What follows belongs to an exercise in optimizing a design on an open flow for small area, a short achievable clock period and few clock cycles per item; a production flow would make more cautious choices.
In this exercise RTL edits were held to simulation tests only and were not proved equivalent to the original.
Power is estimated from default activity; no workload was simulated.

===== design/flow/run.sh =====
#!/bin/bash
# synth_recipe.tcl (not shown) runs the flow's synth.tcl, then flattens the netlist and writes it again
# the make line also repeats each setting of config.mk as NAME=value (left out here)
make -C /OpenROAD-flow-scripts/flow DESIGN_CONFIG=/design/flow/config.mk WORK_HOME=/design/flow/orfs CLKGATE_MAP_FILE= SYNTH_SCRIPT=/design/flow/synth_recipe.tcl finish

===== design/flow/config.mk =====
export PLATFORM = sky130hd
export DESIGN_NAME = pe_top
export DESIGN_NICKNAME = pe_top
export VERILOG_FILES = /design/flow/design.v
export SDC_FILE = /design/flow/constraint.sdc
export NUM_CORES = 4
export LEC_CHECK = 0
export CAP_MARGIN = 20
export CORE_MARGIN = 2
export CORE_UTILIZATION = 40
export SLEW_MARGIN = 20

===== design/flow/constraint.sdc =====
create_clock -name core_clock -period 5.5 [get_ports {clk_i}]
set_input_delay 1.1000 -clock core_clock [delete_from_list [all_inputs] [get_ports {clk_i}]]
set_output_delay 1.1000 -clock core_clock [all_outputs]
set_load 0.01 [all_outputs]

===== design/flow/design.v =====
`timescale 1ns/1ps
package pe_package;
  localparam int WORD_W = 32;
  localparam int ADDR_W = 16;
  localparam int PEL_W  = 16;
  localparam int PROD_W = 24;
  typedef logic [WORD_W-1:0] word_t;
  typedef logic [ADDR_W-1:0] addr_t;
  typedef logic [PEL_W-1:0]  pel_t;
  typedef logic [15:0]       len_t;
  typedef logic [2:0]        reg_idx_t;
  typedef logic [PROD_W-1:0] prod_t;
  typedef enum logic {CTRL_IDLE, CTRL_RUN}   ctrl_state_e;
  typedef enum logic {LOAD_IDLE, LOAD_FETCH} load_state_e;
  localparam reg_idx_t REG_SRC    = 3'd0;
  localparam reg_idx_t REG_DST    = 3'd1;
  localparam reg_idx_t REG_LEN    = 3'd2;
  localparam reg_idx_t REG_MODE   = 3'd3;
  localparam reg_idx_t REG_START  = 3'd4;
  localparam reg_idx_t REG_STATUS = 3'd5;
  localparam int GAIN_LSB   = 0;
  localparam int GAIN_MSB   = 7;
  localparam int SHIFT_LSB  = 8;
  localparam int SHIFT_MSB  = 11;
  localparam int OP_BIT     = 12;
  localparam int THRESH_LSB = 16;
  localparam int THRESH_MSB = 31;
  localparam int FIFO_DEPTH = 4;
  localparam int FIFO_PTR_W = $clog2(FIFO_DEPTH);
  localparam int CNT_W      = $clog2(FIFO_DEPTH + 1);
  typedef logic [FIFO_PTR_W-1:0] fifo_ptr_t;
  typedef logic [CNT_W-1:0]      cnt_t;
  localparam pel_t PEL_MAX = 16'hFFFF;
endpackage
`timescale 1ns/1ps
module pe_ctrl (
  input  logic     clk_i,
  input  logic     rst_n_i,
  input  logic     cfg_we_i,
  input  logic     cfg_re_i,
  input  pe_package::reg_idx_t cfg_addr_i,
  input  pe_package::word_t    cfg_wdata_i,
  output pe_package::word_t    cfg_rdata_o,
  output logic     evt_o,
  output logic     start_o,
  output pe_package::addr_t    src_base_o,
  output pe_package::addr_t    dst_base_o,
  output pe_package::len_t     len_o,
  output pe_package::word_t    mode_o,
  input  logic     done_i
);
  pe_package::ctrl_state_e state_q;
  pe_package::addr_t       src_q;
  pe_package::addr_t       dst_q;
  pe_package::len_t        len_q;
  pe_package::word_t       mode_q;
  logic        busy;
  logic        start_hit;
  assign busy = (state_q == pe_package::CTRL_RUN);
  assign start_hit = cfg_we_i && (cfg_addr_i == pe_package::REG_START) && !busy;
  assign start_o   = start_hit && (len_q != '0);
  assign src_base_o = src_q;
  assign dst_base_o = dst_q;
  assign len_o      = len_q;
  assign mode_o     = mode_q;
  always_ff @(posedge clk_i) begin
    if (!rst_n_i) begin
      src_q  <= '0;
      dst_q  <= '0;
      len_q  <= '0;
      mode_q <= '0;
    end else if (cfg_we_i && !busy) begin
      case (cfg_addr_i)
        pe_package::REG_SRC:  src_q  <= cfg_wdata_i[pe_package::ADDR_W-1:0];
        pe_package::REG_DST:  dst_q  <= cfg_wdata_i[pe_package::ADDR_W-1:0];
        pe_package::REG_LEN:  len_q  <= cfg_wdata_i[15:0];
        pe_package::REG_MODE: mode_q <= cfg_wdata_i;
        default: ;
      endcase
    end
  end
  always_ff @(posedge clk_i) begin
    if (!rst_n_i) begin
      state_q <= pe_package::CTRL_IDLE;
      evt_o   <= 1'b0;
    end else begin
      evt_o <= (busy && done_i) || (start_hit && (len_q == '0));
      case (state_q)
        pe_package::CTRL_IDLE: if (start_o) state_q <= pe_package::CTRL_RUN;
        pe_package::CTRL_RUN:  if (done_i) state_q <= pe_package::CTRL_IDLE;
        default:   state_q <= pe_package::CTRL_IDLE;
      endcase
    end
  end
  always_ff @(posedge clk_i) begin
    if (cfg_re_i) begin
      case (cfg_addr_i)
        pe_package::REG_SRC:    cfg_rdata_o <= pe_package::word_t'(src_q);
        pe_package::REG_DST:    cfg_rdata_o <= pe_package::word_t'(dst_q);
        pe_package::REG_LEN:    cfg_rdata_o <= pe_package::word_t'(len_q);
        pe_package::REG_MODE:   cfg_rdata_o <= mode_q;
        pe_package::REG_STATUS: cfg_rdata_o <= pe_package::word_t'(busy);
        default:    cfg_rdata_o <= '0;
      endcase
    end
  end
endmodule
`timescale 1ns/1ps
module pe_loader (
  input  logic  clk_i,
  input  logic  rst_n_i,
  input  logic  start_i,
  input  pe_package::addr_t src_base_i,
  input  pe_package::len_t  len_i,
  input  logic  credit_i,
  output logic  req_o,
  output pe_package::addr_t addr_o,
  input  logic  gnt_i,
  input  pe_package::word_t rdata_i,
  output logic  pel_valid_o,
  output pe_package::pel_t  pel_data_o
);
  pe_package::load_state_e state_q;
  pe_package::addr_t       addr_q;
  pe_package::len_t        remain_q;
  pe_package::cnt_t        credit_q;
  logic        issue;
  assign req_o  = (state_q == pe_package::LOAD_FETCH) && (credit_q != '0);
  assign issue  = req_o && gnt_i;
  assign addr_o = addr_q;
  always_ff @(posedge clk_i) begin
    if (!rst_n_i) begin
      state_q  <= pe_package::LOAD_IDLE;
      remain_q <= '0;
      credit_q <= '0;
    end else if (start_i) begin
      state_q  <= pe_package::LOAD_FETCH;
      remain_q <= len_i;
      credit_q <= pe_package::cnt_t'(pe_package::FIFO_DEPTH);
    end else begin
      credit_q <= credit_q - pe_package::cnt_t'(issue) + pe_package::cnt_t'(credit_i);
      if (issue) begin
        remain_q <= remain_q - pe_package::len_t'(1);
        if (remain_q == pe_package::len_t'(1)) state_q <= pe_package::LOAD_IDLE;
      end
    end
  end
  always_ff @(posedge clk_i) begin
    if (start_i) addr_q <= src_base_i;
    else if (issue) addr_q <= addr_q + pe_package::addr_t'(1);
  end
  always_ff @(posedge clk_i) begin
    if (!rst_n_i) pel_valid_o <= 1'b0;
    else pel_valid_o <= issue;
  end
  assign pel_data_o = rdata_i[pe_package::PEL_W-1:0];
endmodule
`timescale 1ns/1ps
module pe_engine (
  input  logic  clk_i,
  input  logic  rst_n_i,
  input  pe_package::word_t mode_i,
  input  logic  pel_valid_i,
  input  pe_package::pel_t  pel_data_i,
  output logic  res_valid_o,
  output pe_package::pel_t  res_data_o
);
  logic  v1_q;
  logic  op1_q;
  pe_package::prod_t prod_q;
  logic  ge_q;
  pe_package::prod_t shifted;
  pe_package::pel_t  sat;
  always_ff @(posedge clk_i) begin
    if (!rst_n_i) begin
      v1_q        <= 1'b0;
      res_valid_o <= 1'b0;
    end else begin
      v1_q        <= pel_valid_i;
      res_valid_o <= v1_q;
    end
  end
  always_ff @(posedge clk_i) begin
    op1_q  <= mode_i[pe_package::OP_BIT];
    prod_q <= pe_package::prod_t'(pel_data_i) * pe_package::prod_t'(mode_i[pe_package::GAIN_MSB:pe_package::GAIN_LSB]);
    ge_q   <= (pel_data_i >= mode_i[pe_package::THRESH_MSB:pe_package::THRESH_LSB]);
  end
  assign shifted = prod_q >> mode_i[pe_package::SHIFT_MSB:pe_package::SHIFT_LSB];
  assign sat     = (shifted > pe_package::prod_t'(pe_package::PEL_MAX)) ? pe_package::PEL_MAX : shifted[pe_package::PEL_W-1:0];
  always_ff @(posedge clk_i) begin
    if (op1_q) begin
      res_data_o <= ge_q ? pe_package::PEL_MAX : '0;
    end else begin
      res_data_o <= sat;
    end
  end
endmodule
`timescale 1ns/1ps
module pe_storer (
  input  logic  clk_i,
  input  logic  rst_n_i,
  input  logic  start_i,
  input  pe_package::addr_t dst_base_i,
  input  pe_package::len_t  len_i,
  input  logic  res_valid_i,
  input  pe_package::pel_t  res_data_i,
  output logic  req_o,
  output pe_package::addr_t addr_o,
  output pe_package::word_t wdata_o,
  input  logic  gnt_i,
  output logic  credit_o,
  output logic  done_o
);
  pe_package::pel_t      fifo_q [pe_package::FIFO_DEPTH];
  pe_package::fifo_ptr_t wr_ptr_q;
  pe_package::fifo_ptr_t rd_ptr_q;
  pe_package::cnt_t      count_q;
  pe_package::addr_t     addr_q;
  pe_package::len_t      remain_q;
  logic      pop;
  assign req_o   = (count_q != '0);
  assign pop     = req_o && gnt_i;
  assign addr_o  = addr_q;
  assign wdata_o = {{(pe_package::WORD_W-pe_package::PEL_W){1'b0}}, fifo_q[rd_ptr_q]};
  always_ff @(posedge clk_i) begin
    if (res_valid_i) fifo_q[wr_ptr_q] <= res_data_i;
  end
  always_ff @(posedge clk_i) begin
    if (!rst_n_i) begin
      wr_ptr_q <= '0;
      rd_ptr_q <= '0;
      count_q  <= '0;
    end else begin
      if (res_valid_i) wr_ptr_q <= wr_ptr_q + pe_package::fifo_ptr_t'(1);
      if (pop) rd_ptr_q <= rd_ptr_q + pe_package::fifo_ptr_t'(1);
      count_q <= count_q + pe_package::cnt_t'(res_valid_i) - pe_package::cnt_t'(pop);
    end
  end
  always_ff @(posedge clk_i) begin
    if (!rst_n_i) begin
      remain_q <= '0;
      credit_o <= 1'b0;
      done_o   <= 1'b0;
    end else begin
      credit_o <= pop;
      done_o   <= pop && (remain_q == pe_package::len_t'(1));
      if (start_i) remain_q <= len_i;
      else if (pop) remain_q <= remain_q - pe_package::len_t'(1);
    end
  end
  always_ff @(posedge clk_i) begin
    if (start_i) addr_q <= dst_base_i;
    else if (pop) addr_q <= addr_q + pe_package::addr_t'(1);
  end
endmodule
`timescale 1ns/1ps
module pe_mem_arbiter (
  input  logic  clk_i,
  input  logic  rst_n_i,
  input  logic  ld_req_i,
  input  pe_package::addr_t ld_addr_i,
  output logic  ld_gnt_o,
  input  logic  st_req_i,
  input  pe_package::addr_t st_addr_i,
  input  pe_package::word_t st_wdata_i,
  output logic  st_gnt_o,
  output logic  mem_req_o,
  output logic  mem_we_o,
  output pe_package::addr_t mem_addr_o,
  output pe_package::word_t mem_wdata_o,
  input  logic  mem_gnt_i
);
  logic prio_st_q;
  logic lock_q;
  logic lock_st_q;
  logic rr_st;
  logic sel_st;
  assign rr_st  = st_req_i && (!ld_req_i || prio_st_q);
  assign sel_st = lock_q ? lock_st_q : rr_st;
  assign mem_req_o   = ld_req_i || st_req_i;
  assign mem_we_o    = sel_st;
  assign mem_addr_o  = sel_st ? st_addr_i : ld_addr_i;
  assign mem_wdata_o = sel_st ? st_wdata_i : '0;
  assign ld_gnt_o = mem_gnt_i && ld_req_i && !sel_st;
  assign st_gnt_o = mem_gnt_i && sel_st;
  always_ff @(posedge clk_i) begin
    if (!rst_n_i) begin
      prio_st_q <= 1'b0;
      lock_q    <= 1'b0;
      lock_st_q <= 1'b0;
    end else if (mem_req_o) begin
      if (mem_gnt_i) begin
        prio_st_q <= !sel_st;
        lock_q    <= 1'b0;
      end else begin
        lock_q    <= 1'b1;
        lock_st_q <= sel_st;
      end
    end
  end
endmodule
`timescale 1ns/1ps
module pe_top (
  input  logic     clk_i,
  input  logic     rst_n_i,
  input  logic     cfg_we_i,
  input  logic     cfg_re_i,
  input  pe_package::reg_idx_t cfg_addr_i,
  input  pe_package::word_t    cfg_wdata_i,
  output pe_package::word_t    cfg_rdata_o,
  output logic     evt_o,
  output logic     mem_req_o,
  output logic     mem_we_o,
  output pe_package::addr_t    mem_addr_o,
  output pe_package::word_t    mem_wdata_o,
  input  logic     mem_gnt_i,
  input  pe_package::word_t    mem_rdata_i
);
  logic  start;
  pe_package::addr_t src_base;
  pe_package::addr_t dst_base;
  pe_package::len_t  len;
  pe_package::word_t mode;
  logic  done;
  logic  credit;
  logic  ld_req;
  pe_package::addr_t ld_addr;
  logic  ld_gnt;
  logic  st_req;
  pe_package::addr_t st_addr;
  pe_package::word_t st_wdata;
  logic  st_gnt;
  logic  pel_valid;
  pe_package::pel_t  pel_data;
  logic  res_valid;
  pe_package::pel_t  res_data;
  pe_ctrl u_ctrl (
    .clk_i       (clk_i),
    .rst_n_i     (rst_n_i),
    .cfg_we_i    (cfg_we_i),
    .cfg_re_i    (cfg_re_i),
    .cfg_addr_i  (cfg_addr_i),
    .cfg_wdata_i (cfg_wdata_i),
    .cfg_rdata_o (cfg_rdata_o),
    .evt_o       (evt_o),
    .start_o     (start),
    .src_base_o  (src_base),
    .dst_base_o  (dst_base),
    .len_o       (len),
    .mode_o      (mode),
    .done_i      (done)
  );
  pe_loader u_loader (
    .clk_i       (clk_i),
    .rst_n_i     (rst_n_i),
    .start_i     (start),
    .src_base_i  (src_base),
    .len_i       (len),
    .credit_i    (credit),
    .req_o       (ld_req),
    .addr_o      (ld_addr),
    .gnt_i       (ld_gnt),
    .rdata_i     (mem_rdata_i),
    .pel_valid_o (pel_valid),
    .pel_data_o  (pel_data)
  );
  pe_engine u_engine (
    .clk_i       (clk_i),
    .rst_n_i     (rst_n_i),
    .mode_i      (mode),
    .pel_valid_i (pel_valid),
    .pel_data_i  (pel_data),
    .res_valid_o (res_valid),
    .res_data_o  (res_data)
  );
  pe_storer u_storer (
    .clk_i       (clk_i),
    .rst_n_i     (rst_n_i),
    .start_i     (start),
    .dst_base_i  (dst_base),
    .len_i       (len),
    .res_valid_i (res_valid),
    .res_data_i  (res_data),
    .req_o       (st_req),
    .addr_o      (st_addr),
    .wdata_o     (st_wdata),
    .gnt_i       (st_gnt),
    .credit_o    (credit),
    .done_o      (done)
  );
  pe_mem_arbiter u_arbiter (
    .clk_i       (clk_i),
    .rst_n_i     (rst_n_i),
    .ld_req_i    (ld_req),
    .ld_addr_i   (ld_addr),
    .ld_gnt_o    (ld_gnt),
    .st_req_i    (st_req),
    .st_addr_i   (st_addr),
    .st_wdata_i  (st_wdata),
    .st_gnt_o    (st_gnt),
    .mem_req_o   (mem_req_o),
    .mem_we_o    (mem_we_o),
    .mem_addr_o  (mem_addr_o),
    .mem_wdata_o (mem_wdata_o),
    .mem_gnt_i   (mem_gnt_i)
  );
endmodule

==> flow_metrics.tcl <==
set metrics [dict create \
    vias 12900 \
    ys.warnings.count 5 \
    power.density_nw_per_um2 321 \
    cp.required_ps 5940 \
    place_congestion 0.827 \
    drtIter0Drc 749 \
    synth-seq-area-share 0.410 \
    cp_common_cell "fa_1" \
    fin_crit_ps 5270 \
    area_growth_pct 19.5 \
    synth_edf_count 128 \
    finalPower_mw 6.90 \
    cts_hold_buf 0 \
    path_clk_slew_ps 60 \
    max_stage_delay_ps 550 \
    cts_buffer_depth 3 \
    grt-ovfl-total 0 \
    finalSetupTns_ps 0 \
    initial_core_util 0.406 \
    pin_count 155 \
    drive_above_1_share 0.119 \
    hold_viol 0 \
    clockRootBuffer "clkbuf_16" \
    rsz0062_at_grt "false" \
    outcome "no timing/DRC/antenna violations" \
    grt_max_degree 76 \
    grt.met3_usage 0.0358 \
    diodes 0 \
    nNetsFinal 2145 \
    yosys.area.top_type "edfxtp_1" \
    swShare 0.290 \
    p_sw_mw 2.00 \
    core_area_um2 44300 \
    postSynthCellCount 1745 \
    grt_pass1_vias 13000 \
    critical-path-top-delay-family "adder cells" \
    drt-wirelength-per-cell_um 17.7 \
    ant_nets 0 \
    io_buffers 122 \
    holdCritPathClass "flip-flop to flip-flop" \
    clkPwrFrac 0.342 \
    crit_arrival_ps 5710 \
    drc_errors 0 \
    synth_most_common_cell "nand2_1" \
    syn_avg_cell_area_um2 10.3 \
    h-tree-depth 2 \
    tightest_slew_ps 1080 \
    grtUsageMet2 0.315 \
    synth_area_leaders "edfxtp_1 (21%), dfxtp_1 (20%), fa_1 (9.6%), ha_1 (5.1%), and2_1 (4.7%)" \
    p_leak_nw 8.54 \
    die_h_um 216 \
    viasPerCell 5.09 \
    yosys-top-cells-count "nand2_1 (207), dfxtp_1 (177), inv_1 (143)" \
    grt.met1_usage 0.269 \
    track_usage 0.194 \
    r2r-start "u_ctrl.mode_q[6]" \
    worst-setup-path-type "primary input to flip-flop" \
    dpl.hpwl_um 33000 \
    dieArea_um2 46700 \
    synth_top_cell_area_share 0.214 \
    synth_cell_types 70 \
    final.setup_skew_ps 17.5 \
    cap_violations 0 \
    endpoint "u_engine.prod_q[22]" \
    placed_cell_area_um2 20300 \
    cp_num_buf_inv 6 \
    worst-r2r-setup-slack_ps 550 \
    ir_worst_vdd_mv 0.246 \
    synth-seq-cells 305 \
    clock_latency_ps 550 \
    cpMaxStageDelayCell "fa_1" \
    slew_violations 0 \
    rr_endpoint "u_engine.prod_q[22]" \
    power.sequential.fraction 0.414 \
    cts_inserted_buffers 35 \
    critPathMaxFanout 7 \
    crit_chain "clkdlybuf4s50_1 -> buf_6 -> and2_1 -> fa_1 -> fa_1 -> fa_1 -> inv_1 -> fa_1 -> inv_1 -> ha_4 -> nand4_1 -> nor2b_2 -> a2111oi_4 -> buf_4 -> and2_2 -> buf_4 -> and4_1 -> a2111oi_4" \
    first_pass_iters 5 \
    start_kind "primary input" \
    setup-violations-final 0 \
    intPower_mw 4.90 \
    ff2ff_path_depth 16 \
    cts_sinks 305 \
    ys.flop_type "dfxtp_1" \
    crit_start "mem_rdata_i[5]" \
    endpoint_kind "flip-flop" \
    wirelength_um 44900 \
    cts_tree "done" \
    grt.busiest_layer "met2" \
    max_freq_mhz 190 \
    antenna_found_initial 0 \
    n_fill_cell 4124 \
    min_period_over_period 0.958 \
    syn_area_um2 18000 \
    post_cts_buffers 0 \
    synthArstFlopShare 0 \
    die_w_um 216 \
    rows 77 \
    grt_pass1_wl_um 71800 \
    cp.depth 18 \
    share_comb_of_total_power 0.244 \
    relSlewSlack 0.278 \
    stdcell_area_um2 21500 \
]
state kept, by name, summed over array words and instances (netlist names), 2 cells and up, named ones only:
signal	flops
u_engine.prod_q	24
u_ctrl.src_q	16
u_storer.fifo_q	64
u_loader.addr_q	16
u_engine.res_data_o	16
u_loader.credit_q	3
u_storer.remain_q	16
u_storer.rd_ptr_q	2
u_ctrl.mode_q	32
u_storer.wr_ptr_q	2
u_loader.remain_q	16
u_ctrl.cfg_rdata_o	32
u_ctrl.len_q	16
u_storer.count_q	3
u_storer.addr_q	16
u_ctrl.dst_q	16
how the worst min path moves through the flow:
stage / start / to / slack, ps / cells after the start
after CTS: u_ctrl.mode_q[12] / u_engine.op1_q / 410 / 0
final: u_ctrl.mode_q[12] / u_engine.op1_q / 410 / 0
after global routing: u_ctrl.mode_q[12] / u_engine.op1_q / 420 / 0
after floorplan: u_ctrl.mode_q[12] / u_engine.op1_q / 350 / 0
after detailed placement: u_ctrl.mode_q[12] / u_engine.op1_q / 400 / 0
after global placement: u_ctrl.mode_q[12] / u_engine.op1_q / 400 / 0
final cells by class:
| type | instances | area [µm²] | share of cell area |
|---|---|---|---|
| sequential | 305 | 7390 | 0.344 |
| timing repair buffer | 216 | 1930 | 0.0898 |
| multi-input combinational | 1210 | 9740 | 0.453 |
| clock buffer | 45 | 975 | 0.0453 |
| tap | 592 | 741 | 0.0344 |
| clock inverter | 19 | 185 | 0.00861 |
| inverter | 145 | 544 | 0.0253 |
power by group through the flow:
stage          Sequential, mW  Clock [mW]  Combinational [mW]
3_3_place_gp             2.89           0                1.67
2_1_floorplan            2.81           0                1.07
3_5_place_dp             2.90           0                1.69
4_1_cts                  2.86        2.41                1.70
5_1_grt                  2.89        2.50                1.85
6_report                 2.86        2.36                1.68
cell families after synthesis:
kind of cell	after synthesis	synth area share
XOR/XNOR	80	0.0389
AND/OR/NAND/NOR	574	0.161
buffers and inverters	245	0.0561
other	1	0.000208
multiplexers	124	0.0931
AO/OA/AOI/OAI	256	0.0932
flip-flops	305	0.410
adder cells (fa/ha/maj)	160	0.147
stage by stage:
step | setup WS [ps] | std cells | hold slack (ps) | utilization
floorplan | 301 | 1760 | 346 | -
global placement | -466 | 2468 | 403 | 0.457
detailed placement | -581 | 2468 | 403 | 0.457
CTS | 35.7 | 2532 | 413 | 0.483
global route | 18.6 | 2532 | 417 | 0.485
finish | 230 | 2532 | 408 | 0.485
what timing repair did:
action | CTS | global route
pin swaps | 0 | 2
endpoints found under the setup margin | 1 | 6
resized for setup | 1 | 15
cloned | 0 | 0
cell usage in the layout (no fill, tap or decap), types with 6 or more instances in the layout:
cell               n
clkbuf_16         36
and3_1             6
edfxtp_1         128
inv_1            143
fa_1              86
mux2_2            18
xnor2_1           45
a221oi_1          15
clkdlybuf4s50_1  114
o21ai_0           34
a21o_1            14
buf_4             94
mux4_2            33
xor2_1            35
and2_1           134
nor2b_1           40
nand2_1          207
nand2b_1           8
nor2_1            76
nor3_1            24
mux2i_1           73
nand4_1           14
conb_1            16
nor4_1            10
ha_1              73
nand3_1           19
a21oi_1           85
dfxtp_1          176
a21boi_0          67
routing by layer:
layer	share of wire	wire length (µm)
met5	0	0
met4	0.017	783
met3	0.052	2340
met2	0.47	20900
met1	0.46	20800
Testbench counts, summed over its fixed seeds: cycles 48,533, items 21,546.

[what the ideal ports hide]
No port has a modelled driver above. Below, the same layout with a new extraction and two added sets of constraints.
Step 1, drivers: a clkbuf_16 drives clk_i and a buf_2 each remaining input, both assumed.
Step 2 times the ports against the registers' clock, not the clock port: input delays grow and output delays shrink by t, the midpoint of the rising clock arrivals with the driver on.
Slacks: ideal ports / drivers / drivers and shift; pairs: ideal ports / drivers.
t, ns: 0.595
setup slack, ns: 0.230 / 0.253 / -0.342
worst setup path after step 2: input to register
slew at the worst register clock pin (ns): 0.07 / 0.07
pins driven straight from the clock port: 1
With both steps, setup timing fails in this run, where it was met with ideal ports. For this run, drivers alone change the setup slack by +0.023 ns; drivers and shift together by -0.572 ns.
